Source: an optimization exercise on an open RTL-to-GDS flow (aim: small area). Production flows keep margins and buffers that such runs may drop.
Function was checked by simulation only, so behaviour that the tests miss may differ from the original.
Power is estimated from default activity; no workload was simulated.

Design pe_operand_stage, start of the top module:
module pe_operand_stage #(
    parameter  int unsigned DATA_WIDTH    = 32,
    parameter  int unsigned N_IN          = 4,
    parameter  int unsigned CONTEXT_DEPTH = 16,
    localparam int unsigned AW            = $clog2(CONTEXT_DEPTH),
    localparam int unsigned IIW           = AW + 1,
    localparam int unsigned OW            = DATA_WIDTH + 1
) (
    input  logic                    clk,
    input  logic                    reset,
    input  logic                    run,
    input  logic                    stall,
    input  logic [IIW-1:0]          ii,
    input  logic                    cfg_we,
    input  logic [AW-1:0]           cfg_addr,
    input  logic [pe_cfg_pkg::CFG_W-1:0] cfg_data,
    input  logic [N_IN-1:0][OW-1:0] net_in,
    input  logic [DATA_WIDTH-1:0]   alu_fb,
    output logic [5:0]              alu_operation,
    output logic [OW-1:0]           alu_lhs,
    output logic [OW-1:0]           alu_rhs,
    output logic [OW-1:0]           alu_shift,
    output logic [DATA_WIDTH-1:0]   alu_predicate,
    output logic [AW-1:0]           ctx_ptr,
    output logic                    ctx_wrap
);
Size in the first run: about 1900 cells after synthesis, roughly 930 flip-flops, roughly 370 I/O pins, roughly 35000 µm² of cells after synthesis.
==> flow/config.mk <==
export PLATFORM = sky130hd
export DESIGN_NAME = pe_operand_stage
export DESIGN_NICKNAME = pe_operand_stage
export VERILOG_FILES = /design/flow/design.v
export SDC_FILE = /design/flow/constraint.sdc
export NUM_CORES = 4
export LEC_CHECK = 0
export CAP_MARGIN = 5
export CORE_MARGIN = 2
export CORE_UTILIZATION = 40
export SLEW_MARGIN = 5
export SYNTH_HIERARCHICAL = 1
export SYNTH_MINIMUM_KEEP_SIZE = 0
==> flow/constraint.sdc <==
create_clock -name core_clock -period 6.0 [get_ports {clk}]
set_input_delay 1.2000 -clock core_clock [delete_from_list [all_inputs] [get_ports {clk}]]
set_output_delay 1.2000 -clock core_clock [all_outputs]
set_load 0.01 [all_outputs]
standard.sh (not shown) runs the stock make flow with config.mk's settings and CLKGATE_MAP_FILE= SYNTH_SCRIPT=/design/flow/synth_recipe.tcl, a recipe that flattens the netlist after the stock synthesis.
==> flow/flow/run.sh <==
#!/bin/bash
# Layout flow: the standard ORFS flow (standard.sh, unchanged synthesis)
# with these layout knobs:
#  - port buffers use the smallest buffer cell (buf_1) instead of the
#    default pick;
#  - clock tree built from clkbuf_4/clkbuf_8 without dummy loads, with
#    clusters of up to 18 registers.
# All of make's output (each ORFS step also keeps its own log under
# orfs/logs) goes to standard.log in this folder.
set -euo pipefail
bash standard.sh \
  "BUFFER_PORTS_ARGS=-buffer_cell sky130_fd_sc_hd__buf_1" \
  "CTS_ARGS=-sink_clustering_enable -repair_clock_nets -buf_list {sky130_fd_sc_hd__clkbuf_4 sky130_fd_sc_hd__clkbuf_8} -dont_use_dummy_load -sink_clustering_size 18 -sink_clustering_max_diameter 60" \
  finish > standard.log 2>&1
Rerun with:
- CORE_UTILIZATION: 40 -> 60
Effect: Global-route usage is higher by 11 points; utilization went up by 22 points; non-clock buffer count rises by 7; design area is lower by 1.3%; via count grows by 0.59%; wire length is lower by 5.8%; total power shrinks by 0.89%; count of clock-buffer cells in the layout shrinks by 3; clock power fell by about 3%.
Rerun with:
==> flow/flow/run.sh (replaced) <==
#!/bin/bash
# Layout flow: the standard ORFS flow (standard.sh, unchanged synthesis)
# with these layout knobs:
#  - port buffers use the smallest buffer cell (buf_1) instead of the
#    default pick;
#  - clock tree built from clkbuf_4/clkbuf_8 without dummy loads;
#  - power recovery (downsizing of gates on paths with slack) after global
#    routing.
# All of make's output (each ORFS step also keeps its own log under
# orfs/logs) goes to standard.log in this folder.
set -euo pipefail
bash standard.sh \
  "BUFFER_PORTS_ARGS=-buffer_cell sky130_fd_sc_hd__buf_1" \
  "CTS_ARGS=-sink_clustering_enable -repair_clock_nets -buf_list {sky130_fd_sc_hd__clkbuf_4 sky130_fd_sc_hd__clkbuf_8} -dont_use_dummy_load" \
  RECOVER_POWER=100 \
  finish > standard.log 2>&1
- CAP_MARGIN: 5 -> 20
- CORE_UTILIZATION: 60 -> 40
- SLEW_MARGIN: 5 -> 20
With this change the flow completed and failed the layout checks on max-capacitance violations, max-slew violations. Cell area increases by 3.7%. Utilization decreases by 21 points. Total power increases by about 14%. Hold slack degrades by 0.011 ns.
Rerun with:
==> flow/run.sh (new file) <==
#!/bin/bash
# synth_recipe.tcl (not shown) runs the flow's synth.tcl, then flattens the netlist and writes it again
# the make line also repeats each setting of config.mk as NAME=value (left out here)
make -C /OpenROAD-flow-scripts/flow DESIGN_CONFIG=/design/flow/config.mk WORK_HOME=/design/flow/orfs CLKGATE_MAP_FILE= SYNTH_SCRIPT=/design/flow/synth_recipe.tcl finish
- CTS_BUF_LIST: unset -> sky130_fd_sc_hd__clkbuf_4 sky130_fd_sc_hd__clkbuf_8
- CTS_CLUSTER_DIAMETER: unset -> 60
- CTS_CLUSTER_SIZE: unset -> 18
removed: flow/flow/run.sh
removed: flow/standard.sh
What happened:
- This time the run finished clean
- global-route usage goes down by 0.82 points
- via count goes down by 1.7%
- maximum frequency goes up by 2.2%
- core utilization goes up by 2.3 points
- register-to-register slack gains 0.49 ns
- total power goes down by 4.1%
- synthesized area is unchanged
- worst hold slack gains 0.0075 ns
- cell area goes up by about 5%
- final cell count goes down by 0.57%
- sequential power hardly moves

[static timing again, ports no longer ideal]
The flow's constraints put no driver on any port. The routed layouts listed below were extracted and timed again, unchanged, in two steps. Step 1 sets driving cells, clkbuf_16 on the clock port and buf_2 on the other inputs (assumed; they add their load-dependent delay and slew). Step 2, shift: input delay + t, output delay - t, t = (earliest + latest rising clock arrival at the registers) / 2. This alone moves slack from input paths to output paths. Slacks: ideal ports / drivers / drivers and shift; pairs: ideal ports / drivers.
| run | shift t [ns] | setup slack, ns | worst setup path at the end | clock arrival spread, ns | slew at the worst register clock pin (ns) |
|---|---|---|---|---|---|
| the first run | 0.732 | 1.462 / 1.462 / 0.756 | input to register | 0.116 / 0.116 | 0.11 / 0.11 |
| the second run | 0.728 | 0.839 / 0.872 / 0.144 | input to register | 0.062 / 0.062 | 0.11 / 0.11 |
| the third run | 0.827 | 0.813 / 0.838 / 0.011 | input to register | 0.089 / 0.090 | 0.07 / 0.07 |
| the fourth run | 0.744 | 0.926 / 0.960 / 0.217 | input to register | 0.039 / 0.039 | 0.11 / 0.11 |
For the third run, which loses most, drivers alone change the setup slack by +0.025 ns; drivers and shift together by -0.802 ns.
